Context: an optimization exercise on an open-source flow, tuned for small area and few clock cycles per item. The choices shown serve that exercise and are no tape-out recipe.
RTL that was checked went through simulation tests only; none was proved equivalent to the original.
No activity file was given, so power comes from the tool's default toggle rates.

Design chip_noc_port, start of the top module:
module chip_noc_port
#(
   parameter int BUF_DEPTH = 4,
   parameter int CREDITS   = 4
)
(
   input  logic          io_clk_inter,
   input  logic          rst_n_inter_sync_f,
   input  logic [2:0]    offchip_in_valid_i,
   input  logic [191:0]  offchip_in_data_i,
   output logic [2:0]    offchip_in_ready_o,
   output logic [2:0]    tile_in_valid_o,
   output logic [191:0]  tile_in_data_o,
   input  logic [2:0]    tile_in_yummy_i,
   input  logic [2:0]    tile_out_valid_i,
   input  logic [191:0]  tile_out_data_i,
   output logic [2:0]    tile_out_yummy_o,
   output logic [2:0]    offchip_out_valid_o,
   output logic [191:0]  offchip_out_data_o,
   input  logic [2:0]    offchip_out_ready_i
);
For scale: about 800 flip-flops, roughly 790 I/O pins, about 0.031 sq mm of cells after synthesis.
==> flow/config.mk <==
export PLATFORM = sky130hd
export DESIGN_NAME = chip_noc_port
export DESIGN_NICKNAME = chip_noc_port
export VERILOG_FILES = /design/flow/design.v
export SDC_FILE = /design/flow/constraint.sdc
export NUM_CORES = 4
export LEC_CHECK = 0
export CAP_MARGIN = 20
export CORE_MARGIN = 2
export CORE_UTILIZATION = 40
export PLACE_DENSITY = 0.6
export SLEW_MARGIN = 20
==> flow/constraint.sdc <==
create_clock -name core_clock -period 5.0 [get_ports {io_clk_inter}]
set_input_delay 1.0000 -clock core_clock [delete_from_list [all_inputs] [get_ports {io_clk_inter}]]
set_output_delay 1.0000 -clock core_clock [all_outputs]
set_load 0.01 [all_outputs]
standard.sh (not shown) runs the stock make flow with config.mk's settings and CLKGATE_MAP_FILE= SYNTH_SCRIPT=/design/flow/synth_recipe.tcl, a recipe that flattens the netlist after the stock synthesis.
==> flow/flow/run.sh <==
#!/bin/bash
# The standard layout (the standard.sh, unchanged synthesis and steps), with
# two settings changed through ORFS's own variables:
#  - port buffers use the smallest plain buffer (buf_1) instead of the cell
#    buffer_ports picks by default (clkdlybuf4s50_1); every port still gets one;
#  - clock tree synthesis uses a smaller clock buffer list and no dummy loads.
set -euo pipefail
export BUFFER_PORTS_ARGS="-buffer_cell sky130_fd_sc_hd__buf_1"
export CTS_ARGS="-sink_clustering_enable -repair_clock_nets -dont_use_dummy_load -buf_list sky130_fd_sc_hd__clkbuf_8 -sink_clustering_size 16 -sink_clustering_max_diameter 100"
bash standard.sh finish > flow_make.log 2>&1
Next try:
==> flow/run.sh (new file) <==
#!/bin/bash
# synth_recipe.tcl (not shown) runs the flow's synth.tcl, then flattens the netlist and writes it again
# the make line also repeats each setting of config.mk as NAME=value (left out here)
make -C /OpenROAD-flow-scripts/flow DESIGN_CONFIG=/design/flow/config.mk WORK_HOME=/design/flow/orfs CLKGATE_MAP_FILE= SYNTH_SCRIPT=/design/flow/synth_recipe.tcl finish
Settings changed: CTS_BUF_LIST set to sky130_fd_sc_hd__clkbuf_8.
removed: flow/flow/run.sh
removed: flow/standard.sh
Global-route usage rose by 0.78 points.
Power climbs by about a fifth.
Register-to-register slack improves by 160 ps.
Wire length grows by a few percent.
Worst setup slack loses 300 ps.
Cell count went up by a few percent.
Core utilization came out higher by 5.6 points.
Final area is higher by roughly a tenth.
Area after synthesis stays the same.
Next try:
==> flow/flow/run.sh (new file) <==
#!/bin/bash
# The standard layout (the standard.sh, unchanged synthesis and steps), with
# two settings changed through ORFS's own variables:
#  - port buffers use the smallest plain buffer (buf_1) instead of the cell
#    buffer_ports picks by default (clkdlybuf4s50_1); every port still gets one;
#  - clock tree synthesis uses a smaller clock buffer list and no dummy loads.
set -euo pipefail
export BUFFER_PORTS_ARGS="-buffer_cell sky130_fd_sc_hd__buf_1"
export CTS_ARGS="-sink_clustering_enable -repair_clock_nets -dont_use_dummy_load -buf_list sky130_fd_sc_hd__clkbuf_8 -sink_clustering_size 16 -sink_clustering_max_diameter 100"
bash standard.sh finish > flow_make.log 2>&1
==> flow/standard.sh (new file) <==
#!/bin/bash
# synth_recipe.tcl (not shown) runs the flow's synth.tcl, then flattens the netlist and writes it again
# the make line also repeats each setting of config.mk as NAME=value (left out here)
make -C /OpenROAD-flow-scripts/flow DESIGN_CONFIG=/design/flow/config.mk WORK_HOME=/design/flow/orfs CLKGATE_MAP_FILE= SYNTH_SCRIPT=/design/flow/synth_recipe.tcl "${@:-finish}"
Settings changed: CORE_UTILIZATION 40 to 60, CTS_BUF_LIST sky130_fd_sc_hd__clkbuf_8 to not set, PLACE_DENSITY 0.6 to 0.7.
removed: flow/run.sh
What happened:
- The changed run produced a clean layout
- register-to-register slack gains 110 ps
- clock-buffer cell count shrinks by 78
- final area shrinks by 13%
- final cell count shrinks by 16%
- clock skew grows by 21 ps
- sequential share of layout area grows by 9.2 points
No functional check of the RTL was part of any run of this note.

* * *

yarrow:
chip_noc_port, a different RTL version from the one above (not shown whole).
For scale: about 790 flip-flops, about 0.030 sq mm of cells after synthesis.
Settings: LEC_CHECK=0, CAP_MARGIN=5, CORE_MARGIN=2, CORE_UTILIZATION=40, PLACE_DENSITY=0.6, SLEW_MARGIN=5; clock period 5.0 ns.
==> flow/flow/run.sh <==
#!/bin/bash
# The standard layout (the standard.sh, unchanged synthesis and steps), with
# two settings changed through ORFS's own variables:
#  - port buffers use the smallest plain buffer (buf_1) instead of the cell
#    buffer_ports picks by default (clkdlybuf4s50_1); every port still gets one;
#  - clock tree synthesis uses a smaller clock buffer list and no dummy loads.
set -euo pipefail
export BUFFER_PORTS_ARGS="-buffer_cell sky130_fd_sc_hd__buf_1"
export CTS_ARGS="-sink_clustering_enable -repair_clock_nets -dont_use_dummy_load -buf_list sky130_fd_sc_hd__clkbuf_8 -sink_clustering_size 16 -sink_clustering_max_diameter 100"
bash standard.sh finish > flow_make.log 2>&1
Testbench counts of yarrow, summed over its fixed seeds: cycles 4,101, flits 19,200.
--- input diff yarrow..indigo ---
Settings: swapping 5 for 20 in SLEW_MARGIN; swapping 5 for 20 in CAP_MARGIN.
Findings:
indigo finished end to end and its layout was clean on timing, DRC and antenna. yarrow finished end to end and its layout was clean on timing, DRC and antenna. Changes observed in indigo relative to yarrow: worst hold slack roughly the same, cell depth of the worst flop-to-flop path did not really move. Reported for indigo and yarrow, final area turned out identical to the last digit. The data arrival time of the worst path on yarrow is in line with that on indigo.

what the ideal ports hide:
The flow's constraints put no driver on any port. The routed layouts listed below were extracted and timed again, unchanged, in two steps. Step 1 sets driving cells, clkbuf_16 on the clock port and buf_2 on the other inputs (assumed; they add their load-dependent delay and slew). Step 2, shift: input delay + t, output delay - t, t = (earliest + latest rising clock arrival at the registers) / 2. This alone moves slack from input paths to output paths. Slacks: no drivers / after step 1 / after step 2; pairs: no drivers / after step 1.
| run | shift t [ns] | setup slack, ns | worst setup path at the end | pins driven straight from the clock port |
|---|---|---|---|---|
| the first run of note 1 | 0.716 | 1.105 / 1.042 / 1.758 | register to output | 1 |
| the second run of note 1 | 0.818 | 0.809 / 0.742 / 1.181 | input to output | 1 |
| the third run of note 1 | 0.732 | 1.149 / 1.093 / 1.825 | register to output | 1 |
| yarrow | 0.688 | 1.017 / 0.968 / 1.656 | register to output | 1 |
| indigo | 0.688 | 1.017 / 0.968 / 1.656 | register to output | 1 |
After both steps every run listed still meets setup and hold.
